From an optimization exercise on the open Yosys and OpenROAD flow, aimed at small area, a short achievable clock period and few clock cycles per item; shortcuts taken in it are not production practice.
The RTL was checked by simulation tests, not by an equivalence proof against the original design.
No activity file was given, so power comes from the tool's default toggle rates.

`flow/flow/run.sh`:
```
#!/bin/bash
# Own flow: the standard layout with two changes.
#  - Yosys's ABC step maps with flow/map.abc (deep AIG resynthesis, then a mapping that trades delay for area;
#    sizing is left to OpenROAD's repair) in place of ORFS's speed script.
#    Everything else, registers included, is the standard synthesis script.
#  - Port buffers are sky130_fd_sc_hd__buf_1 cells (every port still gets one).
set -euo pipefail
W=$(pwd)
cat > "$W/own_synth.tcl" <<EOT
proc abc {args} {
  set i [lsearch -exact \$args -script]
  if {\$i >= 0} { set args [lreplace \$args \$i [expr {\$i + 1}] -script $W/flow/map.abc] }
  yosys abc {*}\$args
}
source $W/synth_recipe.tcl
EOT
sed "s#$W/synth_recipe.tcl#$W/own_synth.tcl#g" standard.sh > own_standard.sh
grep -q own_synth.tcl own_standard.sh
bash own_standard.sh "BUFFER_PORTS_ARGS=-buffer_cell sky130_fd_sc_hd__buf_1" finish > "$W/flow.log" 2>&1
```
`flow/flow/map.abc`:
```
strash
&get -n
&fraig -x
&put
scorr
dc2
strash
&get -n
&deepsyn -T 40
&put
strash
&get -n
&dch -f
&nf -R 200
&put
topo
stime -c
upsize -c
dnsize -c
```
`flow/standard.sh`:
```
#!/bin/bash
# synth_recipe.tcl (not shown) runs the flow's synth.tcl, then flattens the netlist and writes it again
# the make line also repeats each setting of config.mk as NAME=value (left out here)
make -C /OpenROAD-flow-scripts/flow DESIGN_CONFIG=/design/flow/config.mk WORK_HOME=/design/flow/orfs CLKGATE_MAP_FILE= SYNTH_SCRIPT=/design/flow/synth_recipe.tcl "${@:-finish}"
```
`flow/config.mk`:
```
export PLATFORM = sky130hd
export DESIGN_NAME = tetris_game
export DESIGN_NICKNAME = tetris_game
export VERILOG_FILES = /design/flow/design.v
export SDC_FILE = /design/flow/constraint.sdc
export NUM_CORES = 4
export LEC_CHECK = 0
export CAP_MARGIN = 20
export CORE_MARGIN = 2
export CORE_UTILIZATION = 40
export SETUP_SLACK_MARGIN = 3
export SLEW_MARGIN = 20
```
`flow/constraint.sdc`:
```
create_clock -name core_clock -period 11.0 [get_ports {clk}]
set_input_delay 2.2000 -clock core_clock [delete_from_list [all_inputs] [get_ports {clk}]]
set_output_delay 2.2000 -clock core_clock [all_outputs]
set_load 0.01 [all_outputs]
```
`flow/design.v`:
```
`timescale 1ns/1ps
`default_nettype none
module tetris_game (
	input logic clk,
	input logic rst_n,
	input logic in_valid,
	input logic [2:0] tetromino,
	input logic [2:0] position,
	output logic score_valid,
	output logic tetris_valid,
	output logic [3:0] score,
	output logic fail,
	output logic [71:0] tetris
);
	localparam int COLS = 6;
	localparam int VIS = 12;
	localparam int ROWS = 16;
	logic [VIS*COLS-1:0] board_n;   
	logic [3:0] score_q;
	logic [3:0] cnt_q;
	logic clr_q;    
	logic vld_q;
	logic idle_q;   
	logic fail_q;
	function automatic logic [3:0] col_mask(input logic [2:0] s, input logic [2:0] c);
		col_mask = 4'b0000;
		case (s)
			3'd0: if (c < 3'd2) col_mask = 4'b0011;
			3'd1: if (c == 3'd0) col_mask = 4'b1111;
			3'd2: if (c < 3'd4) col_mask = 4'b0001;
			3'd3: if (c == 3'd0) col_mask = 4'b0100;
			      else if (c == 3'd1) col_mask = 4'b0111;
			3'd4: if (c == 3'd0) col_mask = 4'b0011;
			      else if (c < 3'd3) col_mask = 4'b0010;
			3'd5: if (c == 3'd0) col_mask = 4'b0111;
			      else if (c == 3'd1) col_mask = 4'b0001;
			3'd6: if (c == 3'd0) col_mask = 4'b0110;
			      else if (c == 3'd1) col_mask = 4'b0011;
			default: if (c == 3'd0) col_mask = 4'b0001;
			      else if (c == 3'd1) col_mask = 4'b0011;
			      else if (c == 3'd2) col_mask = 4'b0010;
		endcase
	endfunction
	logic [VIS*COLS-1:0] be;
	logic [4*COLS-1:0] pm;          
	logic [3*COLS-1:0] bsel;        
	logic [16*COLS-1:0] th;         
	logic [13:0] mgt;               
	logic [13:1] bhot;              
	logic [ROWS*COLS-1:0] nb;       
	logic [ROWS:1] full;
	logic [5*(ROWS+1)-1:0] ct;
	logic [5*(ROWS+4)-1:0] pc;
	logic [4:0] tot;
	logic f0, f1, f2, f3;
	logic [VIS*COLS-1:0] outr;      
	logic [2:0] cleared;
	logic [3:0] score_e, cnt_e;
	logic fail_new, game_end;
	always_comb begin
		be = clr_q ? '0 : ~board_n;
		score_e = clr_q ? 4'd0 : score_q;
		cnt_e = clr_q ? 4'd0 : cnt_q;
		pm = '0;
		for (int q = 0; q < COLS; q++)
			if (position == 3'(q))
				for (int j = q; j < COLS; j++)
					pm[j*4 +: 4] = col_mask(tetromino, 3'(j - q));
		for (int j = 0; j < COLS; j++) begin
			bsel[j*3 + 0] = pm[j*4 + 0];
			bsel[j*3 + 1] = pm[j*4 + 1] && !pm[j*4 + 0];
			bsel[j*3 + 2] = pm[j*4 + 2] && !pm[j*4 + 1] && !pm[j*4 + 0];
		end
		th = '0;
		for (int j = 0; j < COLS; j++) begin
			th[j*16] = 1'b1;
			for (int r = VIS; r >= 1; r--)
				th[j*16 + r] = th[j*16 + r + 1] | be[(r-1)*COLS + j];
		end
		mgt = '0;
		for (int k = 0; k <= VIS; k++)
			for (int j = 0; j < COLS; j++)
				for (int b = 0; b < 3; b++)
					mgt[k] = mgt[k] | (bsel[j*3 + b] & th[j*16 + k + b]);
		for (int k = 1; k <= 13; k++)
			bhot[k] = in_valid & mgt[k-1] & !mgt[k];
		for (int r = 1; r <= ROWS; r++)
			for (int j = 0; j < COLS; j++) begin
				nb[(r-1)*COLS + j] = (r <= VIS) ? be[(r-1)*COLS + j] : 1'b0;
				for (int o = 0; o < 4; o++)
					if (r - o >= 1 && r - o <= 13)
						nb[(r-1)*COLS + j] = nb[(r-1)*COLS + j] | (bhot[r-o] & pm[j*4 + o]);
			end
		for (int r = 1; r <= ROWS; r++)
			full[r] = &nb[(r-1)*COLS +: COLS];
		for (int r = 1; r <= ROWS + 3; r++) begin
			f0 = (r <= ROWS) ? full[r] : 1'b0;
			f1 = (r - 1 >= 1 && r - 1 <= ROWS) ? full[r-1] : 1'b0;
			f2 = (r - 2 >= 1 && r - 2 <= ROWS) ? full[r-2] : 1'b0;
			f3 = (r - 3 >= 1 && r - 3 <= ROWS) ? full[r-3] : 1'b0;
			pc[r*5 + 0] = 1'b1;
			pc[r*5 + 1] = f0 | f1 | f2 | f3;
			pc[r*5 + 2] = (f0 & (f1 | f2 | f3)) | (f1 & (f2 | f3)) | (f2 & f3);
			pc[r*5 + 3] = (f0 & f1 & (f2 | f3)) | (f2 & f3 & (f0 | f1));
			pc[r*5 + 4] = f0 & f1 & f2 & f3;
		end
		tot = 5'b00001;
		for (int k = 1; k <= 13; k++)
			tot = tot | (bhot[k] ? pc[(k+3)*5 +: 5] : 5'b0);
		ct = '0;
		for (int r = 1; r <= ROWS; r++)
			ct[r*5 +: 5] = (r >= 4 && !mgt[r-3]) ? tot : pc[r*5 +: 5];
		cleared = {tot[4], tot[2] & !tot[4], (tot[1] & !tot[2]) | (tot[3] & !tot[4])};
		outr = '0;
		for (int d = 1; d <= VIS; d++)
			for (int k = 0; k <= 4; k++)
				if (!full[d+k] && ct[(d+k)*5 + k] && (k == 4 || !ct[(d+k)*5 + k + 1]))
					outr[(d-1)*COLS +: COLS] = outr[(d-1)*COLS +: COLS] | nb[(d+k-1)*COLS +: COLS];
		fail_new = 1'b0;
		for (int r = VIS + 1; r <= ROWS; r++)
			fail_new = fail_new | ((|nb[(r-1)*COLS +: COLS]) & !ct[r*5 + r - VIS]);
		game_end = fail_new || cnt_e == 4'd15;
	end
	always_ff @(posedge clk) begin
		for (int d = 1; d <= VIS; d++)
			board_n[(d-1)*COLS +: COLS] <= ~outr[(d-1)*COLS +: COLS];
		case (1'b1)
			tot[4]: score_q <= score_e + 4'd4;
			tot[3]: score_q <= score_e + 4'd3;
			tot[2]: score_q <= score_e + 4'd2;
			tot[1]: score_q <= score_e + 4'd1;
			default: score_q <= score_e;
		endcase
		cnt_q <= cnt_e + {3'b000, in_valid};
	end
	always_ff @(posedge clk or negedge rst_n) begin
		if (!rst_n) begin
			clr_q <= 1'b1;
			vld_q <= 1'b0;
			idle_q <= 1'b1;
			fail_q <= 1'b0;
		end else begin
			if (in_valid)
				clr_q <= game_end;
			vld_q <= in_valid;
			idle_q <= !in_valid;
			fail_q <= fail_new;
		end
	end
	assign score_valid = vld_q;
	assign tetris_valid = vld_q;
	assign score = score_q & {4{vld_q}};
	assign fail = fail_q;
	assign tetris = ~(board_n | {72{idle_q}});
endmodule
`default_nettype wire
```
==> PnR_summary.wiki, run 1 <==
{| class="wikitable"
! Metric !! Value
|-
| Result of the run || timing/DRC/antenna clean
|-
| Top library cells by usage in the layout, fill and taps aside || sky130_fd_sc_hd__nor2_1 (215), sky130_fd_sc_hd__buf_4 (177), sky130_fd_sc_hd__a21oi_1 (142)
|-
| Cell accounting for the most synthesized area || sky130_fd_sc_hd__dfxtp_1
|-
| Effective utilization at floorplan || 0.408
|-
| Most frequent cell on the critical path || sky130_fd_sc_hd__buf_4
|-
| Detail-routed via count per cell || between 7 and 8
|-
| Inserted Clock Buffers || 9
|-
| Maximum cell stage delay along the critical path || approximately 410 ps
|-
| Total global routing overflow || 0
|-
| Y dimension of the die || between 150 and 200 um
|-
| Setup repair after global routing missed its margin || false
|-
| Clock Pin Slew Worst Setup and Hold Paths || around 80 ps
|-
| Share of flip-flops with an asynchronous set or reset || 0.0476
|-
| Ports || between 80 and 90
|-
| Class of the tightest hold or removal check || reg2reg
|-
| Area growth from synthesis to layout || 40.5%
|-
| Clk buf depth || 2
|-
| Mux contribution to synthesized area || 0.00799
|-
| Post-synthesis cell count || approximately 1,300
|-
| DRC errors left || 0
|-
| Worst Setup Start Kind || input pin
|-
| Clock tree from TritonCTS || yes
|-
| Post-synthesis adder-cell area fraction || 0.00841
|-
| Cell types with the largest area share after synthesis || sky130_fd_sc_hd__dfxtp_1 (18%), sky130_fd_sc_hd__nor2_1 (10%), sky130_fd_sc_hd__o22ai_1 (8.8%), sky130_fd_sc_hd__a21oi_1 (8.7%), sky130_fd_sc_hd__o21ai_0 (5.2%)
|-
| Port buffer count || 87
|-
| Post-layout minimum cycle time || between 7000 and 8000 ps
|-
| Number of clock sinks seen by CTS || 84
|-
| Required time of the critical path || approximately 11,000 ps
|-
| Fin. max-slew vios || 0
|-
| Multi-input gate area in the final layout || 0.00803 mm^2
|-
| Core region area || 0.0219 mm^2
|-
| Count of final hold-check violations || 0
|-
| Number of flops mapped to enable cells by yosys || 0
|-
| Total power after layout || around 3800 uW
|-
| Dominant register cell in the synthesized netlist || sky130_fd_sc_hd__dfxtp_1
|-
| Post-Synth XOR/XNOR Area || 0.00589
|-
| Antenna violations before repair || 0
|-
| Category of the worst setup path capture point || register
|-
| Max-capacitance violation count || 0
|-
| Post-route ant nets || 0
|-
| Total detailed-routing wirelength || 58,500 um
|-
| Synth top area share || 0.179
|-
| Area taken by flip-flops and latches || 0.00171 mm^2
|-
| Max Clock Freq || roughly 130 MHz
|-
| Total routing resource utilization after global routing || 0.463
|-
| Slowest cell on the critical path || sky130_fd_sc_hd__a2111oi_4
|-
| Vias in the first global route || between 10,000 and 15,000
|-
| Fraction of final layout cells sized beyond drive strength 1 || 0.261
|-
| DRT Pass-1 Iters || 14
|-
| Initial DRC Count || roughly 3,300
|-
| Total die area || about 0.024 mm^2
|-
| Worst Hold Margin || roughly 500 ps
|-
| Worst vdd ir || 0.000123 V
|-
| Pwr Density || about 310 mW/mm^2
|-
| Detail Placement HPWL || a little over 40,000 um
|-
| Number of synthesized register bits || 84
|-
| Maximum number of pins on one net before global-route repair || a little under 80
|-
| Relative slew margins || 0.243
|-
| Main combinational cell family by area after synthesis || compound AO/OA/AOI/OAI gates
|-
| Highest net fanout along the worst path || 10
|-
| Period utilization || 0.718
|-
| CP Data Arrival Time || between 8000 and 9000 ps
|-
| Leading cell type in the layout, fill and taps excluded || sky130_fd_sc_hd__nor2_1
|-
| Yosys warning count || 4
|-
| Setup CP Type || in2reg
|-
| Final Skew || about 16 ps
|-
| Netlist area before placement || 0.00893 mm^2
|-
| Placement row count || 54
|-
| Register area share after synthesis || 0.191
|-
| Global-route wire length before repair || 82,900 um
|-
| Vias post-DR || about 15,000
|-
| GPL Wtd Cong || about 1.1
|-
| Net count after synthesis || ~1,400
|-
| Number of filler instances in the final layout || around 2,200
|-
| Number of nets in the final layout || approximately 1,700
|-
| Final-report setup violation count || 0
|-
| Reported leakage power || between 0.004 and 0.005 uW
|-
| Post-Synth Simple-Gate Area || 0.279
|-
| Root cell of the clock tree || sky130_fd_sc_hd__clkbuf_16
|-
| Diode insertion count for antenna repair || 0
|-
| Total number of H-tree levels || 3
|-
| Setup TNS Final || 0 ps
|-
| Clock insertion delay at the later pin of the skew report || 370 ps
|-
| Syn avg cell area || between 6 and 7 um^2
|-
| Compound-Gate Fraction of Synth Area || 0.486
|-
| Transition time at the pin with the least slew margin || roughly 1100 ps
|-
| Routed wirelength normalized by instance count || between 30 and 40 um
|-
| Count of unique library cells instantiated by Yosys || 71
|-
| Die extent in x || approximately 150 um
|}
==> cell type report <==
class | instances | area share
clock buffer | 9 | 0.0180
clock inverter | 7 | 0.00579
inverter | 49 | 0.0157
multi-input combinational | 1215 | 0.640
sequential | 84 | 0.136
tap | 280 | 0.0279
timing repair buffer | 282 | 0.156
==> flip-flops by register name, summed over array words and instances (netlist names) <==
register / flops
cnt_q: 4
vld_q: 1
idle_q: 1
fail_q: 1
clr_q: 1
score_q: 4
board_n: 72
==> cells by family (layout without fill, tap and decap cells) <==
family                     Yosys count  in the layout
and+or+nand+nor                    544            548
DFF                                 84             84
muxes                                7              7
adders and majority gates            6              6
xor gates and xnor gates             6              6
buffers and inverters               50            347
AOI/OAI and AO/OA                  647            648
==> cells in the mapped netlist (all sizes together), types with 16 or more instances <==
| library cell | number |
|---|---|
| a211oi | 29 |
| a21oi | 162 |
| a221oi | 35 |
| a222oi | 16 |
| a22oi | 32 |
| clkinv | 41 |
| dfxtp | 80 |
| nand2 | 123 |
| nand3 | 34 |
| nor2 | 252 |
| nor3 | 34 |
| o21ai | 109 |
| o221ai | 53 |
| o22ai | 126 |
==> worst max-delay path, delay by kind of cell <==
kind	cells	cell delay, ps
compound gates	11	2430
buf+inv	7	1210
xor+xnor	1	230
simple gates	13	2070
==> what timing repair did <==
action,in CTS,in global routing
buffers inserted,23,66
hold buffers,0,0
gates resized for setup,107,138
cloned,3,3
pin swaps,9,35
setup endpoints to repair,71,64
==> where the power goes <==
part | switching, uW | leakage (uW) | internal [uW] | total (uW)
clock network | 162 | 0.000144 | 161 | 323
logic | 1940 | 0.00349 | 994 | 2930
registers | 161 | 0.000704 | 411 | 572
==> stage by stage <==
stage	cells	worst slack (ps)	utilization	area, um^2
after global placement	1815	97.8	0.478	10500
after floorplan	1344	3020	-	9000
after detailed placement	1815	141	0.478	10500
final	1926	3100	0.573	12500
after CTS	1857	2950	0.522	11400
after global routing	1926	2880	0.573	12500
==> path summary, 6_finish.rpt <==
| path | startpoint | to | slack, ps | cells after the start |
|---|---|---|---|---|
| setup / recovery | tetromino[2] | board_n[56]$_DFF_P_ | 3100 | 32 |
| hold / removal | cnt_q[2]$_DFF_P_ | cnt_q[2]$_DFF_P_ | 500 | 2 |
| setup reg to reg | clr_q$_DFFE_PN1P_ | board_n[46]$_DFF_P_ | 3210 | 28 |
| hold reg to reg | cnt_q[2]$_DFF_P_ | cnt_q[2]$_DFF_P_ | 500 | 2 |
| max in group asynchronous | rst_n | clr_q$_DFFE_PN1P_ | 9070 | 1 |
| min in group asynchronous | rst_n | vld_q$_DFF_PN0_ | 1660 | 1 |
==> metal layers <==
metal | routed length [um] | GRT usage | up-vias
met2 | 22300 | 0.645 | 1460
met3 | 10300 | 0.190 | 425
met4 | 4630 | 0.216 | 2
met1 | 21200 | 0.616 | 6664
met5 | 56 | 0.0166 | -
li1 | - | - | 5979
Testbench counts, summed over its fixed seeds: cycles 3,208, pieces 3,200.
==> inputs of run 2 (changes only) <==
--- a/flow/config.mk
+++ b/flow/config.mk
@@ -8,5 +8,5 @@
 export CAP_MARGIN = 20
 export CORE_MARGIN = 2
 export CORE_UTILIZATION = 40
-export SETUP_SLACK_MARGIN = 3
+export SETUP_SLACK_MARGIN = 2.5
 export SLEW_MARGIN = 20
==> run 2 against run 1 <==
  * Maximum frequency down 5.1%
  * Sequential power about the same
  * Critical path depth down 5
  * Critical path type unchanged
  * Critical endpoint is now board_n[55]$_DFF_P_
  * Highest routed layer is now met4
==> PnR_summary.wiki, run 2 <==
{| class="wikitable"
! Metric !! Value
|-
| Setup slack on the worst flop-to-flop path || 2760 ps (was 3210 ps)
|-
| Clock Pin Slew Worst Setup and Hold Paths || 80 ps (about the same)
|-
| Count of unique library cells instantiated by Yosys || 71 (unchanged)
|-
| Post-synthesis adder-cell area fraction || 0.00841 (unchanged)
|-
| Worst reg2reg endpoint || board_n[46]$_DFF_P_ (unchanged)
|-
| Placed cell count || 1,805 (was 1,815)
|-
| Maximum number of pins on one net before global-route repair || 83 (was 78)
|-
| Setup TNS Final || 0 ps (unchanged)
|-
| Switching part of the total || 0.603 (was 0.591)
|-
| Leading cell type in the layout, fill and taps excluded || sky130_fd_sc_hd__nor2_1 (unchanged)
|-
| Syn avg cell area || 6.64 um^2 (unchanged)
|-
| Count of final hold-check violations || 0 (unchanged)
|-
| Number of clock sinks seen by CTS || 84 (unchanged)
|-
| Part of the power in the clock network || 0.092 (was 0.084)
|-
| Number of synthesized register bits || 84 (unchanged)
|-
| Area growth from synthesis to layout || 28.5% (was 40.5%)
|-
| Dominant register cell in the synthesized netlist || sky130_fd_sc_hd__dfxtp_1 (unchanged)
|-
| Fin. max-slew vios || 0 (unchanged)
|-
| FF-to-FF Start || clr_q$_DFFE_PN1P_ (unchanged)
|-
| Detail-routed via count per cell || 7.54 (about the same)
|-
| GPL Wtd Cong || 1.08 (was 1.06)
|-
| Ports || 88 (unchanged)
|-
| Clk buf depth || 2 (unchanged)
|-
| Core region area || 0.0219 mm^2 (unchanged)
|-
| Number of nets in the final layout || 1,581 (was 1,656)
|-
| Total detailed-routing wirelength || 55,000 um (was 58,500 um)
|-
| Maximum cell stage delay along the critical path || 690 ps (was 410 ps)
|-
| Hold buffers post-CTS || 0 (unchanged)
|-
| Worst Setup Start Kind || input pin (unchanged)
|-
| Pwr Density || 303 mW/mm^2 (was 305 mW/mm^2)
|-
| Die extent in x || 153 um (unchanged)
|-
| Clock insertion delay at the later pin of the skew report || 370 ps (about the same)
|-
| Y dimension of the die || 153 um (unchanged)
|-
| Highest net fanout along the worst path || 11 (was 10)
|-
| Final Skew || 13.4 ps (was 15.9 ps)
|-
| Main combinational cell family by area after synthesis || compound AO/OA/AOI/OAI gates (unchanged)
|-
| Registers with the highest flip-flop counts || board_n x72, cnt_q x4, score_q x4 (unchanged)
|-
| Cell types with the largest area share after synthesis || sky130_fd_sc_hd__dfxtp_1 (18%), sky130_fd_sc_hd__nor2_1 (10%), sky130_fd_sc_hd__o22ai_1 (8.8%), sky130_fd_sc_hd__a21oi_1 (8.7%), sky130_fd_sc_hd__o21ai_0 (5.2%) (unchanged)
|-
| Routed wirelength normalized by instance count || 29.7 um (was 30.4 um)
|-
| Biggest register || board_n (unchanged)
|-
| Reported leakage power || 0.00381 uW (was 0.00433 uW)
|-
| Detail Placement HPWL || 38,500 um (was 40,700 um)
|-
| Result of the run || timing/DRC/antenna clean (unchanged)
|-
| Required time of the critical path || 11,260 ps (was 11,280 ps)
|-
| Transition time at the pin with the least slew margin || 1170 ps (was 1140 ps)
|-
| Post-route non-filler standard cell count || 1,852 (was 1,926)
|-
| Root cell of the clock tree || sky130_fd_sc_hd__clkbuf_16 (unchanged)
|-
| Slowest cell on the critical path || sky130_fd_sc_hd__or3_2 (was sky130_fd_sc_hd__a2111oi_4)
|-
| Post-Synth Simple-Gate Area || 0.279 (unchanged)
|-
| Cell count of the worst reg-to-reg path || 30 (was 28)
|-
| Top post-synthesis cells by count || sky130_fd_sc_hd__nor2_1 (244), sky130_fd_sc_hd__a21oi_1 (156), sky130_fd_sc_hd__o22ai_1 (126) (unchanged)
|-
| Class of the tightest hold or removal check || reg2reg (unchanged)
|-
| Dominant cell by count in the synthesized netlist || sky130_fd_sc_hd__nor2_1 (unchanged)
|-
| Startpoint of the worst setup timing path || tetromino[0] (was tetromino[2])
|-
| Fraction of final layout cells sized beyond drive strength 1 || 0.181 (was 0.261)
|-
| Global-route wire length before repair || 79,000 um (was 82,900 um)
|-
| Number of flops mapped to enable cells by yosys || 0 (unchanged)
|-
| Register area share after synthesis || 0.191 (unchanged)
|-
| Fraction of power consumed by combinational cells || 0.743 (was 0.766)
|-
| Post-synthesis cell count || 1,344 (unchanged)
|-
| Top library cells by usage in the layout, fill and taps aside || sky130_fd_sc_hd__nor2_1 (227), sky130_fd_sc_hd__a21oi_1 (150), sky130_fd_sc_hd__o22ai_1 (126) (was sky130_fd_sc_hd__nor2_1 (215), sky130_fd_sc_hd__buf_4 (177), sky130_fd_sc_hd__a21oi_1 (142))
|-
| Inserted Clock Buffers || 9 (unchanged)
|-
| Vias in the first global route || 12,700 (was 12,800)
|-
| Total number of H-tree levels || 3 (unchanged)
|-
| Max Clock Freq || 120 MHz (was 127 MHz)
|-
| DRC errors left || 0 (unchanged)
|-
| Netlist area before placement || 0.00893 mm^2 (unchanged)
|-
| Worst vdd ir || 0.000126 V (was 0.000123 V)
|-
| Net count after synthesis || 1,359 (unchanged)
|-
| Mux contribution to synthesized area || 0.00799 (unchanged)
|-
| Compound-Gate Fraction of Synth Area || 0.486 (unchanged)
|-
| Yosys warning count || 4 (unchanged)
|-
| Reg power frac || 0.165 (was 0.149)
|-
| Initial DRC Count || 2,940 (was 3,319)
|-
| Port buffer count || 87 (unchanged)
|-
| Total global routing overflow || 0 (unchanged)
|-
| Placement row count || 54 (unchanged)
|-
| Total net switching power || 2090 uW (was 2260 uW)
|-
| Post-layout minimum cycle time || 8320 ps (was 7900 ps)
|-
| Synth top area share || 0.179 (unchanged)
|-
| Period utilization || 0.757 (was 0.718)
|-
| Internal power || 1380 uW (was 1570 uW)
|-
| DRT Pass-1 Iters || 14 (unchanged)
|-
| Relative slew margins || 0.211 (was 0.243)
|-
| Capture point of the critical path || board_n[55]$_DFF_P_ (was board_n[56]$_DFF_P_)
|-
| Max-capacitance violation count || 0 (unchanged)
|-
| Share of flip-flops with an asynchronous set or reset || 0.0476 (unchanged)
|-
| Total routing resource utilization after global routing || 0.438 (was 0.463)
|-
| Effective utilization at floorplan || 0.408 (unchanged)
|-
| Utilization of the core after routing || 0.524 (was 0.573)
|-
| Setup repair after global routing missed its margin || true (was false)
|-
| Post-Synth XOR/XNOR Area || 0.00589 (unchanged)
|-
| Clock tree from TritonCTS || yes (unchanged)
|-
| Antenna violations before repair || 0 (unchanged)
|-
| Cell accounting for the most synthesized area || sky130_fd_sc_hd__dfxtp_1 (unchanged)
|-
| Startpoint of the lowest-slack hold path || cnt_q[2]$_DFF_P_ (unchanged)
|-
| Post-route ant nets || 0 (unchanged)
|-
| CP Data Arrival Time || 8590 ps (was 8180 ps)
|-
| Setup CP Type || in2reg (unchanged)
|-
| Number of filler instances in the final layout || 2,298 (was 2,167)
|-
| Max FFs per register || 72 (unchanged)
|-
| Total die area || 0.0235 mm^2 (unchanged)
|-
| Final-report setup violation count || 0 (unchanged)
|-
| Vias post-DR || 14,000 (was 14,500)
|-
| Total power after layout || 3470 uW (was 3830 uW)
|-
| Most frequent cell on the critical path || sky130_fd_sc_hd__buf_4 (unchanged)
|-
| Category of the worst setup path capture point || register (unchanged)
|}
[run 2: cell counts after synthesis]
Identical to the previous run, type by type.
[run 2: power groups by stage]
stage / Clock (uW) / Sequential, uW / Combinational, uW
floorplan: 0 / 520 / 1320
global placement: 0 / 573 / 2200
detailed placement: 0 / 572 / 2180
CTS: 319 / 565 / 2280
global route: 331 / 571 / 2650
finish: 320 / 573 / 2580
[run 2: through the flow]
stage,cell area (um^2),hold slack (ps),worst slack [ps]
after floorplan,8930,462,2520
after global placement,10300,476,734
after detailed placement,10300,479,566
after CTS,11000,496,2500
after global routing,11500,510,2360
final,11500,489,2680
[run 2: how the worst min path moves through the flow]
stage                             to  slack (ps)  cells past startpoint
floorplan           cnt_q[2]$_DFF_P_         460                      2
global placement    cnt_q[2]$_DFF_P_         480                      2
detailed placement  cnt_q[2]$_DFF_P_         480                      2
CTS                 cnt_q[2]$_DFF_P_         500                      2
global route        cnt_q[2]$_DFF_P_         510                      2
finish              cnt_q[2]$_DFF_P_         490                      2
[run 2: cells by family after synthesis]
group | after synthesis
multiplexers | 7
adder cells (fa/ha/maj) | 6
AND/OR/NAND/NOR | 544
AO/OA/AOI/OAI | 647
buffers and inverters | 50
flip-flops | 84
XOR/XNOR | 6
[run 2: worst max-delay path, delay by kind of cell]
| kind | cells | cell delay (ps) |
|---|---|---|
| and+or+nand+nor | 11 | 2770 |
| AOI/OAI and AO/OA | 9 | 2140 |
| buffers and inverters | 7 | 1430 |
[run 2: layout make-up]
type	instances	area, um^2	area share
Clock inverter	7	75.1	0.00655
Inverter	49	184	0.0160
Clock buffer	9	225	0.0196
Tap cell	280	350	0.0305
Timing Repair Buffer	210	1340	0.117
Antenna cell	1	2.50	0.000218
Multi-Input combinational cell	1212	7580	0.661
Sequential cell	84	1710	0.149
[run 2: layer usage]
layer	share of wire	wire length [um]	GRT usage
met3	0.17	9600	0.177
met4	0.085	4700	0.231
met5	0	0	0.0207
met1	0.36	19600	0.567
met2	0.38	21100	0.620
[run 2: repair_timing]
action                                  in CTS  in global routing
setup buffers                               12                 16
endpoints found under the setup margin      70                 70
gates resized for setup                     47                101
cloned                                       2                  0
pin swaps                                    3                 10
==> inputs of run 3 (changes only) <==
--- a/flow/flow/map.abc
+++ b/flow/flow/map.abc
@@ -11,7 +11,7 @@
 strash
 &get -n
 &dch -f
-&nf -R 200
+&nf -R 200 -F 8
 &put
 topo
 stime -c
==> run 3 against run 2 <==
  * Sequential share of layout area fell by 0.13 points
  * Maximum frequency shrank 0.35%
  * Clock-buffer cell count unchanged
  * Non-clock buffer count up 9
  * Largest cell class unchanged
  * Routed wire length shrank 1.8%
  * Via count fell by 1.6%
  * Hold slack about the same
  * Critical endpoint is now board_n[47]$_DFF_P_
  * Clock skew rose by 2.5 ps
  * Area after synthesis fell by 0.59%
  * Largest power group unchanged
==> PnR_summary.wiki, run 3 <==
{| class="wikitable"
! Metric !! Value
|-
| Maximum cell stage delay along the critical path || 600 ps (was 690 ps)
|-
| Category of the worst setup path capture point || register (unchanged)
|-
| Total die area || 0.0234 mm^2 (was 0.0235 mm^2)
|-
| Top post-synthesis cells by count || sky130_fd_sc_hd__nor2_1 (240), sky130_fd_sc_hd__a21oi_1 (152), sky130_fd_sc_hd__nand2_1 (129) (was sky130_fd_sc_hd__nor2_1 (244), sky130_fd_sc_hd__a21oi_1 (156), sky130_fd_sc_hd__o22ai_1 (126))
|-
| Global-route wire length before repair || 77,900 um (was 79,000 um)
|-
| Port buffer count || 87 (unchanged)
|-
| Clock insertion delay at the later pin of the skew report || 370 ps (about the same)
|-
| Clock Pin Slew Worst Setup and Hold Paths || 80 ps (about the same)
|-
| Number of synthesized register bits || 84 (unchanged)
|-
| Placement row count || 54 (unchanged)
|-
| Number of filler instances in the final layout || 2,233 (was 2,298)
|-
| Result of the run || timing/DRC/antenna clean (unchanged)
|-
| Total routing resource utilization after global routing || 0.432 (was 0.438)
|-
| Die extent in x || 153 um (about the same)
|-
| Root cell of the clock tree || sky130_fd_sc_hd__clkbuf_16 (unchanged)
|-
| Final worst setup slack || 2650 ps (was 2680 ps)
|-
| Core region area || 0.0218 mm^2 (was 0.0219 mm^2)
|-
| Transition time at the pin with the least slew margin || 1170 ps (about the same)
|-
| Setup repair after global routing missed its margin || false (was true)
|-
| Biggest register || board_n (unchanged)
|-
| Number of clock sinks seen by CTS || 84 (unchanged)
|-
| Post-layout minimum cycle time || 8350 ps (was 8320 ps)
|-
| Cell types with the largest area share after synthesis || sky130_fd_sc_hd__dfxtp_1 (18%), sky130_fd_sc_hd__nor2_1 (10%), sky130_fd_sc_hd__a21oi_1 (8.6%), sky130_fd_sc_hd__o22ai_1 (7.5%), sky130_fd_sc_hd__o21ai_0 (6.6%) (was sky130_fd_sc_hd__dfxtp_1 (18%), sky130_fd_sc_hd__nor2_1 (10%), sky130_fd_sc_hd__o22ai_1 (8.8%), sky130_fd_sc_hd__a21oi_1 (8.7%), sky130_fd_sc_hd__o21ai_0 (5.2%))
|-
| Period utilization || 0.759 (was 0.757)
|-
| Net count after synthesis || 1,358 (was 1,359)
|-
| Initial DRC Count || 3,171 (was 2,940)
|-
| Dpl ws || 669 ps (was 566 ps)
|-
| Fraction of final layout cells sized beyond drive strength 1 || 0.192 (was 0.181)
|-
| CP Data Arrival Time || 8600 ps (was 8590 ps)
|-
| Worst Setup Start Kind || input pin (unchanged)
|-
| Relative slew margins || 0.209 (was 0.211)
|-
| Detail Placement HPWL || 38,400 um (was 38,500 um)
|-
| Dominant cell by count in the synthesized netlist || sky130_fd_sc_hd__nor2_1 (unchanged)
|-
| Leading cell type in the layout, fill and taps excluded || sky130_fd_sc_hd__nor2_1 (unchanged)
|-
| Area growth from synthesis to layout || 30.4% (was 28.5%)
|-
| Detail-routed via count per cell || 7.40 (was 7.54)
|-
| Count of unique library cells instantiated by Yosys || 74 (was 71)
|-
| Syn avg cell area || 6.61 um^2 (was 6.64 um^2)
|-
| Reported leakage power || 0.00387 uW (was 0.00381 uW)
|-
| Number of flops mapped to enable cells by yosys || 0 (unchanged)
|-
| Netlist area before placement || 0.00887 mm^2 (was 0.00893 mm^2)
|-
| Class of the tightest hold or removal check || reg2reg (unchanged)
|-
| Clock tree from TritonCTS || yes (unchanged)
|-
| Final-report setup violation count || 0 (unchanged)
|-
| Register area share after synthesis || 0.192 (was 0.191)
|-
| GPL Wtd Cong || 1.04 (was 1.08)
|-
| Count of final hold-check violations || 0 (unchanged)
|-
| Post-synthesis cell count || 1,343 (was 1,344)
|-
| Y dimension of the die || 153 um (about the same)
|-
| Max Clock Freq || 120 MHz (about the same)
|-
| Total number of H-tree levels || 3 (unchanged)
|-
| Most frequent cell on the critical path || sky130_fd_sc_hd__nand2_2 (was sky130_fd_sc_hd__buf_4)
|-
| Post-route ant nets || 0 (unchanged)
|-
| Highest net fanout along the worst path || 14 (was 11)
|-
| Vias post-DR || 13,800 (was 14,000)
|-
| Total detailed-routing wirelength || 54,000 um (was 55,000 um)
|-
| Cell accounting for the most synthesized area || sky130_fd_sc_hd__dfxtp_1 (unchanged)
|-
| Setup CP Type || in2reg (unchanged)
|-
| DRC errors left || 0 (unchanged)
|-
| Registers with the highest flip-flop counts || board_n x72, cnt_q x4, score_q x4 (unchanged)
|-
| Vias in the first global route || 12,300 (was 12,700)
|-
| DRT Pass-1 Iters || 12 (was 14)
|-
| Clk buf depth || 2 (unchanged)
|-
| Worst vdd ir || 0.000151 V (was 0.000126 V)
|-
| Fin. max-slew vios || 0 (unchanged)
|-
| Slowest cell on the critical path || sky130_fd_sc_hd__nor3b_1 (was sky130_fd_sc_hd__or3_2)
|-
| Routed wirelength normalized by instance count || 29.1 um (was 29.7 um)
|-
| Setup TNS Final || 0 ps (unchanged)
|-
| Required time of the critical path || 11,250 ps (was 11,260 ps)
|-
| Ports || 88 (unchanged)
|-
| Share of flip-flops with an asynchronous set or reset || 0.0476 (unchanged)
|-
| Maximum number of pins on one net before global-route repair || 73 (was 83)
|-
| Inserted Clock Buffers || 9 (unchanged)
|-
| Pwr Density || 324 mW/mm^2 (was 303 mW/mm^2)
|-
| Max-capacitance violation count || 0 (unchanged)
|-
| Top library cells by usage in the layout, fill and taps aside || sky130_fd_sc_hd__nor2_1 (229), sky130_fd_sc_hd__a21oi_1 (143), sky130_fd_sc_hd__buf_4 (121) (was sky130_fd_sc_hd__nor2_1 (227), sky130_fd_sc_hd__a21oi_1 (150), sky130_fd_sc_hd__o22ai_1 (126))
|-
| Diode insertion count for antenna repair || 0 (was 1)
|-
| Number of nets in the final layout || 1,589 (was 1,581)
|-
| Antenna violations before repair || 2 (was 0)
|-
| Final Skew || 15.9 ps (was 13.4 ps)
|-
| Max FFs per register || 72 (unchanged)
|-
| Effective utilization at floorplan || 0.407 (was 0.408)
|-
| Yosys warning count || 4 (unchanged)
|-
| Dominant register cell in the synthesized netlist || sky130_fd_sc_hd__dfxtp_1 (unchanged)
|-
| Synth top area share || 0.180 (was 0.179)
|-
| Total global routing overflow || 0 (unchanged)
|}
run 3: changes by cell type after synthesis, moves of 5 or more:
cell / delta
sky130_fd_sc_hd__nor3_1: -5
sky130_fd_sc_hd__nand3_1: -6
sky130_fd_sc_hd__clkinv_1: +13
sky130_fd_sc_hd__or3_1: -5
sky130_fd_sc_hd__a211oi_1: +8
sky130_fd_sc_hd__a22oi_1: -14
sky130_fd_sc_hd__a221oi_1: +10
sky130_fd_sc_hd__o22ai_1: -19
sky130_fd_sc_hd__nand2_1: +8
sky130_fd_sc_hd__o21ai_0: +24
run 3: repair_timing:
item / CTS / global route
cloned: 2 / 0
hold buffers: 0 / 0
pin swaps: 8 / 13
endpoints found under the setup margin: 64 / 64
gates resized for setup: 68 / 100
setup buffers: 7 / 31
run 3: worst paths after layout:
kind | to | start | cells past startpoint | slack, ps
max in group asynchronous | clr_q$_DFFE_PN1P_ | rst_n | 1 | 9110
worst max-delay path | board_n[47]$_DFF_P_ | tetromino[0] | 30 | 2650
worst min register to register | cnt_q[2]$_DFF_P_ | cnt_q[2]$_DFF_P_ | 2 | 490
worst max register to register | board_n[47]$_DFF_P_ | clr_q$_DFFE_PN1P_ | 30 | 2670
min in group asynchronous | fail_q$_DFF_PN0_ | rst_n | 1 | 1640
worst min-delay path | cnt_q[2]$_DFF_P_ | cnt_q[2]$_DFF_P_ | 2 | 490
run 3: kinds of logic after synthesis:
family	count (synthesis)	synth area share
AND/OR/NAND/NOR	532	0.271
flip-flops	84	0.192
buffers and inverters	59	0.0254
XOR/XNOR	6	0.00592
adder cells (fa/ha/maj)	6	0.00846
AO/OA/AOI/OAI	646	0.486
multiplexers	10	0.0116
run 3: layer usage:
| layer | part of all wire | wire, um | GRT usage |
|---|---|---|---|
| met1 | 0.37 | 20000 | 0.573 |
| met2 | 0.39 | 20800 | 0.598 |
| met3 | 0.17 | 8990 | 0.168 |
| met4 | 0.078 | 4210 | 0.234 |
| met5 | 0.00024 | 13 | 0 |
run 3: layout make-up:
cell class	count	area (um^2)	share of cell area
multi-input cells	1202	7600	0.657
flip-flops and latches	84	1710	0.148
well taps	280	350	0.0303
clock inverters	7	67.6	0.00584
clock buffers	9	225	0.0195
repair buffers	219	1390	0.120
inverters	58	226	0.0196
run 3: power breakdown:
part           internal [uW]  switching [uW]  leakage [uW]
Clock                    160             162      0.000145
Sequential               429             172      0.000704
Combinational            910            1910       0.00303
run 3: critical path, delay by kind of cell:
| family | cells | cell delay (ps) |
|---|---|---|
| AOI/OAI and AO/OA | 10 | 2260 |
| and+or+nand+nor | 13 | 2900 |
| buffers and inverters | 7 | 1230 |
run 3: through the flow:
stage | utilization | hold slack [ps] | total power [uW] | std cells | instance area, um^2
after detailed placement | 0.472 | 475 | 2920 | 1803 | 10300
final | 0.530 | 489 | 3740 | 1859 | 11600
after CTS | 0.501 | 491 | 3350 | 1828 | 10900
after floorplan | - | 462 | 1920 | 1343 | 8900
after global routing | 0.530 | 511 | 3830 | 1859 | 11600
after global placement | 0.472 | 475 | 2950 | 1803 | 10300
==> inputs of run 4 (changes only) <==
--- a/flow/flow/map.abc
+++ b/flow/flow/map.abc
@@ -11,7 +11,7 @@
 strash
 &get -n
 &dch -f
-&nf -R 200 -F 8
+&nf -R 200
 &put
 topo
 stime -c
--- a/flow/config.mk
+++ b/flow/config.mk
@@ -8,5 +8,5 @@
 export CAP_MARGIN = 20
 export CORE_MARGIN = 2
 export CORE_UTILIZATION = 40
-export SETUP_SLACK_MARGIN = 2.5
+export SETUP_SLACK_MARGIN = 2
 export SLEW_MARGIN = 20
==> run 4 against run 3 <==
  * Power fell by 9.1%
  * Hold slack improved by 13 ps
  * Area after synthesis up 0.59%
  * Via count increased by 1.1%
  * Critical path type unchanged
  * Largest cell class unchanged
  * Largest power group unchanged
  * Highest routed layer is now met4
==> PnR_summary.wiki, run 4 <==
{| class="wikitable"
! Metric !! Value
|-
| Result of the run || timing/DRC/antenna clean (unchanged)
|-
| Placement row count || 54 (unchanged)
|-
| Area growth from synthesis to layout || 24.3% (was 30.4%)
|-
| Vias in the first global route || 12,600 (was 12,300)
|-
| Clock insertion delay at the later pin of the skew report || 360 ps (was 370 ps)
|-
| Clock Pin Slew Worst Setup and Hold Paths || 70 ps (was 80 ps)
|-
| Number of nets in the final layout || 1,566 (was 1,589)
|-
| Root cell of the clock tree || sky130_fd_sc_hd__clkbuf_16 (unchanged)
|-
| Dominant cell by count in the synthesized netlist || sky130_fd_sc_hd__nor2_1 (unchanged)
|-
| Category of the worst setup path capture point || register (unchanged)
|-
| Number of filler instances in the final layout || 2,354 (was 2,233)
|-
| Setup slack on the worst flop-to-flop path || 2340 ps (was 2670 ps)
|-
| Top post-synthesis cells by count || sky130_fd_sc_hd__nor2_1 (244), sky130_fd_sc_hd__a21oi_1 (156), sky130_fd_sc_hd__o22ai_1 (126) (was sky130_fd_sc_hd__nor2_1 (240), sky130_fd_sc_hd__a21oi_1 (152), sky130_fd_sc_hd__nand2_1 (129))
|-
| Core region area || 0.0219 mm^2 (was 0.0218 mm^2)
|-
| Category of cells accounting for the largest share of critical-path delay || compound AO/OA/AOI/OAI gates (was simple AND/OR/NAND/NOR gates)
|-
| Required time of the critical path || 11,290 ps (was 11,250 ps)
|-
| Setup CP Type || in2reg (unchanged)
|-
| Yosys warning count || 4 (unchanged)
|-
| Detail Placement HPWL || 39,500 um (was 38,400 um)
|-
| Total die area || 0.0235 mm^2 (was 0.0234 mm^2)
|-
| Total routing resource utilization after global routing || 0.442 (was 0.432)
|-
| Top library cells by usage in the layout, fill and taps aside || sky130_fd_sc_hd__nor2_1 (236), sky130_fd_sc_hd__a21oi_1 (154), sky130_fd_sc_hd__o22ai_1 (126) (was sky130_fd_sc_hd__nor2_1 (229), sky130_fd_sc_hd__a21oi_1 (143), sky130_fd_sc_hd__buf_4 (121))
|-
| Effective utilization at floorplan || 0.408 (was 0.407)
|-
| Post-route non-filler standard cell count || 1,837 (was 1,859)
|-
| Biggest register || board_n (unchanged)
|-
| Worst Setup Start Kind || input pin (unchanged)
|-
| Highest net fanout along the worst path || 14 (unchanged)
|-
| Total number of H-tree levels || 3 (unchanged)
|-
| Global-route wire length before repair || 79,600 um (was 77,900 um)
|-
| Most frequent cell on the critical path || sky130_fd_sc_hd__buf_4 (was sky130_fd_sc_hd__nand2_2)
|-
| Number of flops mapped to enable cells by yosys || 0 (unchanged)
|-
| Cell accounting for the most synthesized area || sky130_fd_sc_hd__dfxtp_1 (unchanged)
|-
| Fin. max-slew vios || 0 (unchanged)
|-
| Y dimension of the die || 153 um (about the same)
|-
| Die extent in x || 153 um (about the same)
|-
| Total global routing overflow || 0 (unchanged)
|-
| Clock tree from TritonCTS || yes (unchanged)
|-
| Post-route ant nets || 0 (unchanged)
|-
| Leading cell type in the layout, fill and taps excluded || sky130_fd_sc_hd__nor2_1 (unchanged)
|-
| Fraction of final layout cells sized beyond drive strength 1 || 0.144 (was 0.192)
|-
| Vias post-DR || 13,900 (was 13,800)
|-
| GPL Wtd Cong || 1.06 (was 1.04)
|-
| Max Clock Freq || 113 MHz (was 120 MHz)
|-
| Syn avg cell area || 6.64 um^2 (was 6.61 um^2)
|-
| Buffers plus inverters on the worst setup path || 6 (was 7)
|-
| Maximum number of pins on one net before global-route repair || 74 (was 73)
|-
| Class of the tightest hold or removal check || reg2reg (unchanged)
|-
| Clk buf depth || 2 (unchanged)
|-
| Transition time at the pin with the least slew margin || 1150 ps (was 1170 ps)
|-
| DRC errors left || 0 (unchanged)
|-
| Final-report setup violation count || 0 (unchanged)
|-
| Port buffer count || 87 (unchanged)
|-
| Number of clock sinks seen by CTS || 84 (unchanged)
|-
| Netlist area before placement || 0.00893 mm^2 (was 0.00887 mm^2)
|-
| Placed cell count || 1,803 (unchanged)
|-
| Antenna violations before repair || 1 (was 2)
|-
| Ports || 88 (unchanged)
|-
| Worst vdd ir || 0.000127 V (was 0.000151 V)
|-
| Initial DRC Count || 3,028 (was 3,171)
|-
| Cell types with the largest area share after synthesis || sky130_fd_sc_hd__dfxtp_1 (18%), sky130_fd_sc_hd__nor2_1 (10%), sky130_fd_sc_hd__o22ai_1 (8.8%), sky130_fd_sc_hd__a21oi_1 (8.7%), sky130_fd_sc_hd__o21ai_0 (5.2%) (was sky130_fd_sc_hd__dfxtp_1 (18%), sky130_fd_sc_hd__nor2_1 (10%), sky130_fd_sc_hd__a21oi_1 (8.6%), sky130_fd_sc_hd__o22ai_1 (7.5%), sky130_fd_sc_hd__o21ai_0 (6.6%))
|-
| Post-synthesis cell count || 1,344 (was 1,343)
|-
| Synth top area share || 0.179 (was 0.180)
|-
| Net count after synthesis || 1,359 (was 1,358)
|-
| Maximum cell stage delay along the critical path || 530 ps (was 600 ps)
|-
| Period utilization || 0.803 (was 0.759)
|-
| Pwr Density || 307 mW/mm^2 (was 324 mW/mm^2)
|-
| Worst Hold Margin || 502 ps (was 489 ps)
|-
| Registers with the highest flip-flop counts || board_n x72, cnt_q x4, score_q x4 (unchanged)
|-
| Slowest cell on the critical path || sky130_fd_sc_hd__a211oi_1 (was sky130_fd_sc_hd__nor3b_1)
|-
| Count of final hold-check violations || 0 (unchanged)
|-
| Max-capacitance violation count || 0 (unchanged)
|-
| Routed wirelength normalized by instance count || 30.1 um (was 29.1 um)
|-
| Inserted Clock Buffers || 9 (unchanged)
|-
| Max FFs per register || 72 (unchanged)
|-
| Relative slew margins || 0.225 (was 0.209)
|-
| Total detailed-routing wirelength || 55,300 um (was 54,000 um)
|-
| Count of unique library cells instantiated by Yosys || 71 (was 74)
|-
| Reported leakage power || 0.00368 uW (was 0.00387 uW)
|-
| Register area share after synthesis || 0.191 (was 0.192)
|-
| CP Data Arrival Time || 9120 ps (was 8600 ps)
|-
| Hold buffers post-CTS || 0 (unchanged)
|-
| Setup repair after global routing missed its margin || false (unchanged)
|-
| DRT Pass-1 Iters || 15 (was 12)
|-
| Share of flip-flops with an asynchronous set or reset || 0.0476 (unchanged)
|-
| Post-layout minimum cycle time || 8830 ps (was 8350 ps)
|-
| Detail-routed via count per cell || 7.57 (was 7.40)
|-
| Setup TNS Final || 0 ps (unchanged)
|-
| Final Skew || 17.2 ps (was 15.9 ps)
|-
| Dominant register cell in the synthesized netlist || sky130_fd_sc_hd__dfxtp_1 (unchanged)
|-
| Number of synthesized register bits || 84 (unchanged)
|-
| Utilization of the core after routing || 0.507 (was 0.530)
|}
run 4: final cells by class:
type | instances | area, um^2 | area share
antenna | 1 | 2.50 | 0.000226
clock buffer | 10 | 229 | 0.0206
clock inverter | 6 | 97.6 | 0.00880
inverter | 49 | 184 | 0.0166
multi-input combinational | 1212 | 7360 | 0.663
sequential | 84 | 1710 | 0.154
tap | 280 | 350 | 0.0316
timing repair buffer | 195 | 1170 | 0.105
run 4: worst paths after layout:
| check | start | endpoint | cells after the start |
|---|---|---|---|
| setup / recovery | tetromino[2] | board_n[51]$_DFF_P_ | 32 |
| hold / removal | cnt_q[2]$_DFF_P_ | cnt_q[2]$_DFF_P_ | 2 |
| setup reg to reg | clr_q$_DFFE_PN1P_ | board_n[46]$_DFF_P_ | 35 |
| hold reg to reg | cnt_q[2]$_DFF_P_ | cnt_q[2]$_DFF_P_ | 2 |
| max in group asynchronous | rst_n | clr_q$_DFFE_PN1P_ | 1 |
| min in group asynchronous | rst_n | fail_q$_DFF_PN0_ | 1 |
run 4: where the power goes:
group / switching, uW / internal (uW) / leakage (uW) / total (uW)
combinational: 1720 / 757 / 0.00282 / 2470
sequential: 169 / 411 / 0.000704 / 581
clock: 144 / 202 / 0.000159 / 346
total: 2030 / 1370 / 0.00368 / 3400
run 4: metal layers:
layer,part of all wire,vias to the layer above,global-route usage
li1,-,5781,-
met1,0.37,6384,0.589
met2,0.38,1353,0.619
met3,0.16,380,0.159
met4,0.079,0,0.235
met5,0,-,0.00414
run 4: worst register-to-register path: cells and delay by family (launching register included):
kind	cells	cell delay (ps)
AND/OR/NAND/NOR	16	3890
flip-flops	1	930
buffers and inverters	6	830
AO/OA/AOI/OAI	13	2890
run 4: per-stage QoR:
stage	power, uW	area [um^2]	setup slack (ps)
floorplan	1840	8930	2370
global placement	2800	10300	710
detailed placement	2770	10300	648
CTS	3140	10800	2050
global route	3500	11100	1980
finish	3400	11100	2170
run 4: logic make-up (layout without fill, tap and decap cells):
logic type	count (synthesis)	after routing	share of synthesized area
AO/OA/AOI/OAI	647	648	0.486
XOR/XNOR	6	6	0.00589
adder cells (fa/ha/maj)	6	6	0.00841
buffers and inverters	50	260	0.0214
flip-flops	84	84	0.191
multiplexers	7	7	0.00799
other	0	1	0
AND/OR/NAND/NOR	544	545	0.279
run 4: what timing repair did:
| action | CTS | global route |
|---|---|---|
| cloned | 1 | 1 |
| setup buffers | 3 | 12 |
| setup endpoints to repair | 64 | 70 |
| resized for setup | 21 | 51 |
| pin swaps | 1 | 3 |
==> inputs of run 5 (changes only) <==
--- a/flow/config.mk
+++ b/flow/config.mk
@@ -7,6 +7,6 @@
 export LEC_CHECK = 0
 export CAP_MARGIN = 20
 export CORE_MARGIN = 2
-export CORE_UTILIZATION = 40
-export SETUP_SLACK_MARGIN = 2
+export CORE_UTILIZATION = 45
+export SETUP_SLACK_MARGIN = 3
 export SLEW_MARGIN = 20
==> run 5 against run 4 <==
  * Still clean
  * Area after synthesis unchanged
  * Via count increased by 8.3%
  * Power increased by 15%
  * Final cell count increased by 4.5%
  * Sequential share of layout area decreased by 1.9 points
  * Global-route usage increased by 7.6 points
  * Register-to-register slack improved by 420 ps
  * Routed wire length increased by 5.0%
  * Synthesized cell count unchanged
  * Critical path type unchanged
==> PnR_summary.wiki, run 5 <==
{| class="wikitable"
! Metric !! Value
|-
| Result of the run || timing/DRC/antenna clean (unchanged)
|-
| Post-route ant nets || 0 (unchanged)
|-
| Setup CP Type || in2reg (unchanged)
|-
| Netlist area before placement || 0.00893 mm^2 (unchanged)
|-
| Slowest cell on the critical path || sky130_fd_sc_hd__or3_4 (was sky130_fd_sc_hd__a211oi_1)
|-
| Root cell of the clock tree || sky130_fd_sc_hd__clkbuf_16 (unchanged)
|-
| Post-layout minimum cycle time || 8260 ps (was 8830 ps)
|-
| Fin. max-slew vios || 0 (unchanged)
|-
| Net count after synthesis || 1,359 (unchanged)
|-
| Leading cell type in the layout, fill and taps excluded || sky130_fd_sc_hd__nor2_1 (unchanged)
|-
| Number of nets in the final layout || 1,664 (was 1,566)
|-
| Worst Setup Start Kind || input pin (unchanged)
|-
| Main combinational cell family by area after synthesis || compound AO/OA/AOI/OAI gates (unchanged)
|-
| FF-to-FF Start || clr_q$_DFFE_PN1P_ (unchanged)
|-
| Antenna violations before repair || 0 (was 1)
|-
| Post-synthesis adder-cell area fraction || 0.00841 (unchanged)
|-
| Y dimension of the die || 145 um (was 153 um)
|-
| Maximum number of pins on one net before global-route repair || 49 (was 74)
|-
| Dominant register cell in the synthesized netlist || sky130_fd_sc_hd__dfxtp_1 (unchanged)
|-
| Yosys warning count || 4 (unchanged)
|-
| Register area share after synthesis || 0.191 (unchanged)
|-
| DRC errors left || 0 (unchanged)
|-
| Area growth from synthesis to layout || 41.9% (was 24.3%)
|-
| Count of unique library cells instantiated by Yosys || 71 (unchanged)
|-
| Clock Pin Slew Worst Setup and Hold Paths || 70 ps (about the same)
|-
| Total detailed-routing wirelength || 58,100 um (was 55,300 um)
|-
| Total routing resource utilization after global routing || 0.517 (was 0.442)
|-
| GPL Wtd Cong || 1.09 (was 1.06)
|-
| Count of final hold-check violations || 0 (unchanged)
|-
| Placed cell area || 0.0104 mm^2 (was 0.0103 mm^2)
|-
| Worst vdd ir || 0.000197 V (was 0.000127 V)
|-
| Compound-Gate Fraction of Synth Area || 0.486 (unchanged)
|-
| Die extent in x || 145 um (was 153 um)
|-
| Number of synthesized register bits || 84 (unchanged)
|-
| Relative slew margins || 0.146 (was 0.225)
|-
| Hold path depth || 2 (unchanged)
|-
| Detail Placement HPWL || 38,600 um (was 39,500 um)
|-
| Vias in the first global route || 12,900 (was 12,600)
|-
| Pwr Density || 308 mW/mm^2 (was 307 mW/mm^2)
|-
| Maximum cell stage delay along the critical path || 450 ps (was 530 ps)
|-
| Class of the tightest hold or removal check || reg2reg (unchanged)
|-
| Vias post-DR || 15,000 (was 13,900)
|-
| Startpoint of the lowest-slack hold path || cnt_q[2]$_DFF_P_ (unchanged)
|-
| Cell count of the worst reg-to-reg path || 29 (was 35)
|-
| Clock insertion delay at the later pin of the skew report || 370 ps (was 360 ps)
|-
| Inserted Clock Buffers || 9 (unchanged)
|-
| Setup repair after global routing missed its margin || true (was false)
|-
| Max FFs per register || 72 (unchanged)
|-
| Global-route wire length before repair || 80,500 um (was 79,600 um)
|-
| Dominant cell by count in the synthesized netlist || sky130_fd_sc_hd__nor2_1 (unchanged)
|-
| Diode insertion count for antenna repair || 0 (was 1)
|-
| Post-Synth XOR/XNOR Area || 0.00589 (unchanged)
|-
| Most frequent cell on the critical path || sky130_fd_sc_hd__buf_4 (unchanged)
|-
| Period utilization || 0.751 (was 0.803)
|-
| CP Data Arrival Time || 8500 ps (was 9120 ps)
|-
| Number of flops mapped to enable cells by yosys || 0 (unchanged)
|-
| Syn avg cell area || 6.64 um^2 (unchanged)
|-
| Total global routing overflow || 0 (unchanged)
|-
| Setup TNS Final || 0 ps (unchanged)
|-
| Biggest register || board_n (unchanged)
|-
| Final Skew || 17.4 ps (was 17.2 ps)
|-
| Clk buf depth || 2 (unchanged)
|-
| Routed wirelength normalized by instance count || 30.3 um (was 30.1 um)
|-
| Synth top area share || 0.179 (unchanged)
|-
| Highest net fanout along the worst path || 9 (was 14)
|-
| Detail-routed via count per cell || 7.84 (was 7.57)
|-
| Post-synthesis cell count || 1,344 (unchanged)
|-
| Registers with the highest flip-flop counts || board_n x72, cnt_q x4, score_q x4 (unchanged)
|-
| Number of clock sinks seen by CTS || 84 (unchanged)
|-
| Port buffer count || 87 (unchanged)
|-
| Top library cells by usage in the layout, fill and taps aside || sky130_fd_sc_hd__nor2_1 (220), sky130_fd_sc_hd__buf_4 (189), sky130_fd_sc_hd__a21oi_1 (143) (was sky130_fd_sc_hd__nor2_1 (236), sky130_fd_sc_hd__a21oi_1 (154), sky130_fd_sc_hd__o22ai_1 (126))
|-
| Reported leakage power || 0.00440 uW (was 0.00368 uW)
|-
| Fraction of final layout cells sized beyond drive strength 1 || 0.268 (was 0.144)
|-
| Max Clock Freq || 121 MHz (was 113 MHz)
|-
| Total die area || 0.0210 mm^2 (was 0.0235 mm^2)
|-
| Final-report setup violation count || 0 (unchanged)
|-
| Core region area || 0.0195 mm^2 (was 0.0219 mm^2)
|-
| Initial DRC Count || 3,971 (was 3,028)
|-
| Category of the worst setup path capture point || register (unchanged)
|-
| Startpoint of the worst setup timing path || tetromino[0] (was tetromino[2])
|-
| Cell types with the largest area share after synthesis || sky130_fd_sc_hd__dfxtp_1 (18%), sky130_fd_sc_hd__nor2_1 (10%), sky130_fd_sc_hd__o22ai_1 (8.8%), sky130_fd_sc_hd__a21oi_1 (8.7%), sky130_fd_sc_hd__o21ai_0 (5.2%) (unchanged)
|-
| DRT Pass-1 Iters || 20 (was 15)
|-
| Effective utilization at floorplan || 0.459 (was 0.408)
|-
| Clock tree from TritonCTS || yes (unchanged)
|-
| Share of flip-flops with an asynchronous set or reset || 0.0476 (unchanged)
|-
| Required time of the critical path || 11,230 ps (was 11,290 ps)
|-
| Total power after layout || 3900 uW (was 3400 uW)
|-
| Cell accounting for the most synthesized area || sky130_fd_sc_hd__dfxtp_1 (unchanged)
|-
| Setup slack on the worst flop-to-flop path || 2760 ps (was 2340 ps)
|-
| Transition time at the pin with the least slew margin || 1280 ps (was 1150 ps)
|-
| Placement row count || 51 (was 54)
|-
| Post-Synth Simple-Gate Area || 0.279 (unchanged)
|-
| Total number of H-tree levels || 3 (unchanged)
|-
| Max-capacitance violation count || 0 (unchanged)
|-
| Top post-synthesis cells by count || sky130_fd_sc_hd__nor2_1 (244), sky130_fd_sc_hd__a21oi_1 (156), sky130_fd_sc_hd__o22ai_1 (126) (unchanged)
|-
| Final std cell area, no fill || 0.0127 mm^2 (was 0.0111 mm^2)
|-
| Ports || 88 (unchanged)
|-
| Mux contribution to synthesized area || 0.00799 (unchanged)
|}
==> run 5: cell types whose count changed in the layout (fill, tap and decap cells not counted), moves of 7 or more <==
cell	delta
sky130_fd_sc_hd__a221oi_2	+11
sky130_fd_sc_hd__a221oi_1	-13
sky130_fd_sc_hd__a21oi_1	-11
sky130_fd_sc_hd__nand3_1	-9
sky130_fd_sc_hd__a21oi_2	+10
sky130_fd_sc_hd__nor2_1	-16
sky130_fd_sc_hd__nor2_4	+10
sky130_fd_sc_hd__nand2_1	-13
sky130_fd_sc_hd__nand2_2	+9
sky130_fd_sc_hd__nor3_4	+7
sky130_fd_sc_hd__clkinv_1	-10
sky130_fd_sc_hd__buf_4	+85
==> run 5: cells by family (layout without fill, tap and decap cells) <==
logic type / after synthesis / after routing
AOI/OAI and AO/OA: 647 / 648
xor gates and xnor gates: 6 / 6
and+or+nand+nor: 544 / 547
DFF: 84 / 84
muxes: 7 / 7
adders and majority gates: 6 / 6
buffers and inverters: 50 / 356
==> run 5: stage by stage <==
stage               worst slack, ps  cells  hold slack (ps)   util
floorplan                      3020   1344              462      -
global route                   2720   1919              513  0.651
detailed placement              333   1792              490  0.534
CTS                            2990   1843              505  0.594
finish                         2740   1919              494  0.651
global placement                294   1792              476  0.534
==> run 5: final cells by class <==
class                   count  area, um^2
well taps                 265         332
clock inverters             7         103
clock buffers               9         225
repair buffers            291        2000
multi-input cells        1214        8100
flip-flops and latches     84        1710
inverters                  49         204
fillers                  1750        6790
==> run 5: routing by layer <==
layer	global-route usage	vias to the layer above	wire length, um
met5	0.0376	-	98
met4	0.284	6	5370
met3	0.250	592	10800
met2	0.702	1696	21700
met1	0.662	6744	20100
li1	-	6007	-
==> run 5: where the power goes <==
group / switching (uW) / internal (uW)
logic: 1970 / 988
clock network: 156 / 203
registers: 169 / 411
==> run 5: path summary, 6_finish.rpt <==
kind,end
min reg2reg,cnt_q[2]$_DFF_P_
min,cnt_q[2]$_DFF_P_
max reg2reg,board_n[20]$_DFF_P_
min in group asynchronous,vld_q$_DFF_PN0_
max,board_n[20]$_DFF_P_
max in group asynchronous,idle_q$_DFF_PN1_
==> run 5: what timing repair did <==
item / 4_1_cts / 5_1_grt
gates resized for setup: 125 / 130
pin swaps: 14 / 37
endpoints found under the setup margin: 70 / 70
cloned: 2 / 3
setup buffers: 33 / 73
hold buffers: 0 / 0
==> run 5: worst max-delay path, delay by kind of cell <==
kind	cells	cell delay, ps
AO/OA/AOI/OAI	10	2640
buffers and inverters	7	1350
XOR/XNOR	1	170
AND/OR/NAND/NOR	11	2120
==> inputs of run 6 (changes only) <==
--- a/flow/config.mk
+++ b/flow/config.mk
@@ -7,6 +7,6 @@
 export LEC_CHECK = 0
 export CAP_MARGIN = 20
 export CORE_MARGIN = 2
-export CORE_UTILIZATION = 45
-export SETUP_SLACK_MARGIN = 3
+export CORE_UTILIZATION = 35
+export SETUP_SLACK_MARGIN = 2.5
 export SLEW_MARGIN = 20
==> run 6 against run 5 <==
  * Power decreased by 9.4%
  * Clock-buffer cell count increased by 2
  * Final cell count decreased by 0.52%
  * Clock power about the same
  * Non-clock buffer count decreased by 72
  * Still clean
  * Synthesized cell count unchanged
  * Highest routed layer is now met4
  * First-iteration DRC count decreased by 18%
  * Register-to-register slack got worse by 70 ps
  * Die area increased by 28%
  * Utilization decreased by 19 points
  * Critical endpoint is now board_n[39]$_DFF_P_
  * Flip-flop and latch count unchanged
  * Final area decreased by 8.4%
==> PnR_summary.wiki, run 6 <==
{| class="wikitable"
! Metric !! Value
|-
| Root cell of the clock tree || sky130_fd_sc_hd__clkbuf_16 (unchanged)
|-
| Initial DRC Count || 3,245 (was 3,971)
|-
| Effective utilization at floorplan || 0.356 (was 0.459)
|-
| Die extent in x || 164 um (was 145 um)
|-
| Number of flops mapped to enable cells by yosys || 0 (unchanged)
|-
| Port buffer count || 87 (unchanged)
|-
| Worst vdd ir || 0.000118 V (was 0.000197 V)
|-
| Detail-routed via count per cell || 7.39 (was 7.84)
|-
| Max FFs per register || 72 (unchanged)
|-
| Ports || 88 (unchanged)
|-
| Hold buffers post-CTS || 0 (unchanged)
|-
| Final-report setup violation count || 0 (unchanged)
|-
| Internal power || 1430 uW (was 1600 uW)
|-
| Number of synthesized register bits || 84 (unchanged)
|-
| Register area share after synthesis || 0.191 (unchanged)
|-
| Setup TNS Final || 0 ps (unchanged)
|-
| Relative slew margins || 0.330 (was 0.146)
|-
| Result of the run || timing/DRC/antenna clean (unchanged)
|-
| Max-capacitance violation count || 0 (unchanged)
|-
| Category of the worst setup path capture point || register (unchanged)
|-
| Number of nets in the final layout || 1,588 (was 1,664)
|-
| Routed wirelength normalized by instance count || 29.3 um (was 30.3 um)
|-
| Maximum number of pins on one net before global-route repair || 67 (was 49)
|-
| Yosys warning count || 4 (unchanged)
|-
| Switching part of the total || 0.595 (was 0.589)
|-
| Final Skew || 11.6 ps (was 17.4 ps)
|-
| Cell accounting for the most synthesized area || sky130_fd_sc_hd__dfxtp_1 (unchanged)
|-
| Antenna violations before repair || 1 (was 0)
|-
| Class of the tightest hold or removal check || reg2reg (unchanged)
|-
| Detail Placement HPWL || 39,800 um (was 38,600 um)
|-
| Clock Pin Slew Worst Setup and Hold Paths || 80 ps (was 70 ps)
|-
| Post-route ant nets || 0 (unchanged)
|-
| Most frequent cell on the critical path || sky130_fd_sc_hd__nand2_1 (was sky130_fd_sc_hd__buf_4)
|-
| Post-synthesis cell count || 1,344 (unchanged)
|-
| Reported leakage power || 0.00386 uW (was 0.00440 uW)
|-
| Vias post-DR || 14,100 (was 15,000)
|-
| Clk buf depth || 2 (unchanged)
|-
| Fraction of power consumed by combinational cells || 0.738 (was 0.759)
|-
| Total net switching power || 2100 uW (was 2300 uW)
|-
| Dominant register cell in the synthesized netlist || sky130_fd_sc_hd__dfxtp_1 (unchanged)
|-
| Required time of the critical path || 11,280 ps (was 11,230 ps)
|-
| Netlist area before placement || 0.00893 mm^2 (unchanged)
|-
| Syn avg cell area || 6.64 um^2 (unchanged)
|-
| Dominant cell by count in the synthesized netlist || sky130_fd_sc_hd__nor2_1 (unchanged)
|-
| Share of flip-flops with an asynchronous set or reset || 0.0476 (unchanged)
|-
| Area growth from synthesis to layout || 30.0% (was 41.9%)
|-
| Total routing resource utilization after global routing || 0.397 (was 0.517)
|-
| Post-layout minimum cycle time || 8380 ps (was 8260 ps)
|-
| Total global routing overflow || 0 (unchanged)
|-
| Transition time at the pin with the least slew margin || 1010 ps (was 1280 ps)
|-
| Number of clock sinks seen by CTS || 84 (unchanged)
|-
| Vias in the first global route || 12,500 (was 12,900)
|-
| Total number of H-tree levels || 3 (unchanged)
|-
| Total power after layout || 3530 uW (was 3900 uW)
|-
| Pwr Density || 304 mW/mm^2 (was 308 mW/mm^2)
|-
| Part of the power in the clock network || 0.101 (was 0.092)
|-
| Max Clock Freq || 119 MHz (was 121 MHz)
|-
| Reg power frac || 0.161 (was 0.149)
|-
| Highest net fanout along the worst path || 12 (was 9)
|-
| Registers with the highest flip-flop counts || board_n x72, cnt_q x4, score_q x4 (unchanged)
|-
| Y dimension of the die || 164 um (was 145 um)
|-
| Clock tree from TritonCTS || yes (unchanged)
|-
| Utilization of the core after routing || 0.462 (was 0.651)
|-
| Worst Setup Start Kind || input pin (unchanged)
|-
| Synth top area share || 0.179 (unchanged)
|-
| Maximum cell stage delay along the critical path || 470 ps (was 450 ps)
|-
| Fraction of final layout cells sized beyond drive strength 1 || 0.178 (was 0.268)
|-
| Setup repair after global routing missed its margin || true (unchanged)
|-
| GPL Wtd Cong || 1.07 (was 1.09)
|-
| Core region area || 0.0251 mm^2 (was 0.0195 mm^2)
|-
| Global-route wire length before repair || 79,700 um (was 80,500 um)
|}
## run 6: cell counts after synthesis
No cell type changed its count.
## run 6: metal layers
metal,GRT usage,wire length [um],vias up
li1,-,-,5819
met1,0.521,20200,6406
met2,0.575,22400,1509
met3,0.120,9170,369
met4,0.228,4260,0
met5,0,0,-
## run 6: cell families after synthesis
logic type,share of synthesized area
AOI/OAI and AO/OA,0.486
xor gates and xnor gates,0.00589
adders and majority gates,0.00841
buffers and inverters,0.0214
DFF,0.191
muxes,0.00799
and+or+nand+nor,0.279
## run 6: worst paths after layout
| path | from | endpoint | slack, ps | cells after the start |
|---|---|---|---|---|
| setup / recovery | tetromino[2] | board_n[39]$_DFF_P_ | 2620 | 30 |
| hold / removal | cnt_q[2]$_DFF_P_ | cnt_q[2]$_DFF_P_ | 490 | 2 |
| setup reg to reg | clr_q$_DFFE_PN1P_ | board_n[39]$_DFF_P_ | 2690 | 32 |
| hold reg to reg | cnt_q[2]$_DFF_P_ | cnt_q[2]$_DFF_P_ | 490 | 2 |
| max in group asynchronous | rst_n | idle_q$_DFF_PN1_ | 9090 | 1 |
| min in group asynchronous | rst_n | fail_q$_DFF_PN0_ | 1650 | 1 |
## run 6: timing repair
item / in CTS / in global routing
buffers inserted: 21 / 19
setup endpoints to repair: 70 / 66
resized for setup: 64 / 70
pin swaps: 6 / 11
## run 6: through the flow
step / hold slack (ps) / instance area [um^2] / std cells / worst slack (ps)
after CTS: 494 / 11100 / 1889 / 2470
final: 491 / 11600 / 1909 / 2620
after floorplan: 462 / 8930 / 1344 / 2520
after detailed placement: 484 / 10400 / 1852 / 414
after global placement: 475 / 10400 / 1852 / 592
after global routing: 551 / 11600 / 1908 / 2420
## run 6: area by class of cell
class,count,area (um^2)
repair buffers,219,1390
clock inverters,5,85.1
flip-flops and latches,84,1710
multi-input cells,1210,7580
inverters,49,184
well taps,330,413
fillers,2674,13500
clock buffers,11,243
diodes,1,2.50
## run 6: critical path, delay by kind of cell
kind                   cells  cell delay [ps]
AND/OR/NAND/NOR           12             2890
buffers and inverters      6              990
XOR/XNOR                   1              210
AO/OA/AOI/OAI             11             2340
## run 6: power by group through the flow
stage,logic (uW),registers (uW),clock network [uW]
2_1_floorplan,1320,520,0
3_3_place_gp,2210,586,0
3_5_place_dp,2180,587,0
4_1_cts,2310,565,353
5_1_grt,2670,567,365
6_report,2610,568,358

Re-timed with assumed drivers on the ports (clkbuf_16 on the clock, buf_2 on other inputs), run 6 has 2.637 ns of setup slack against 2.615 ns with ideal ports, and 2.227 ns once port delays also move by the mid clock arrival of 0.410 ns.
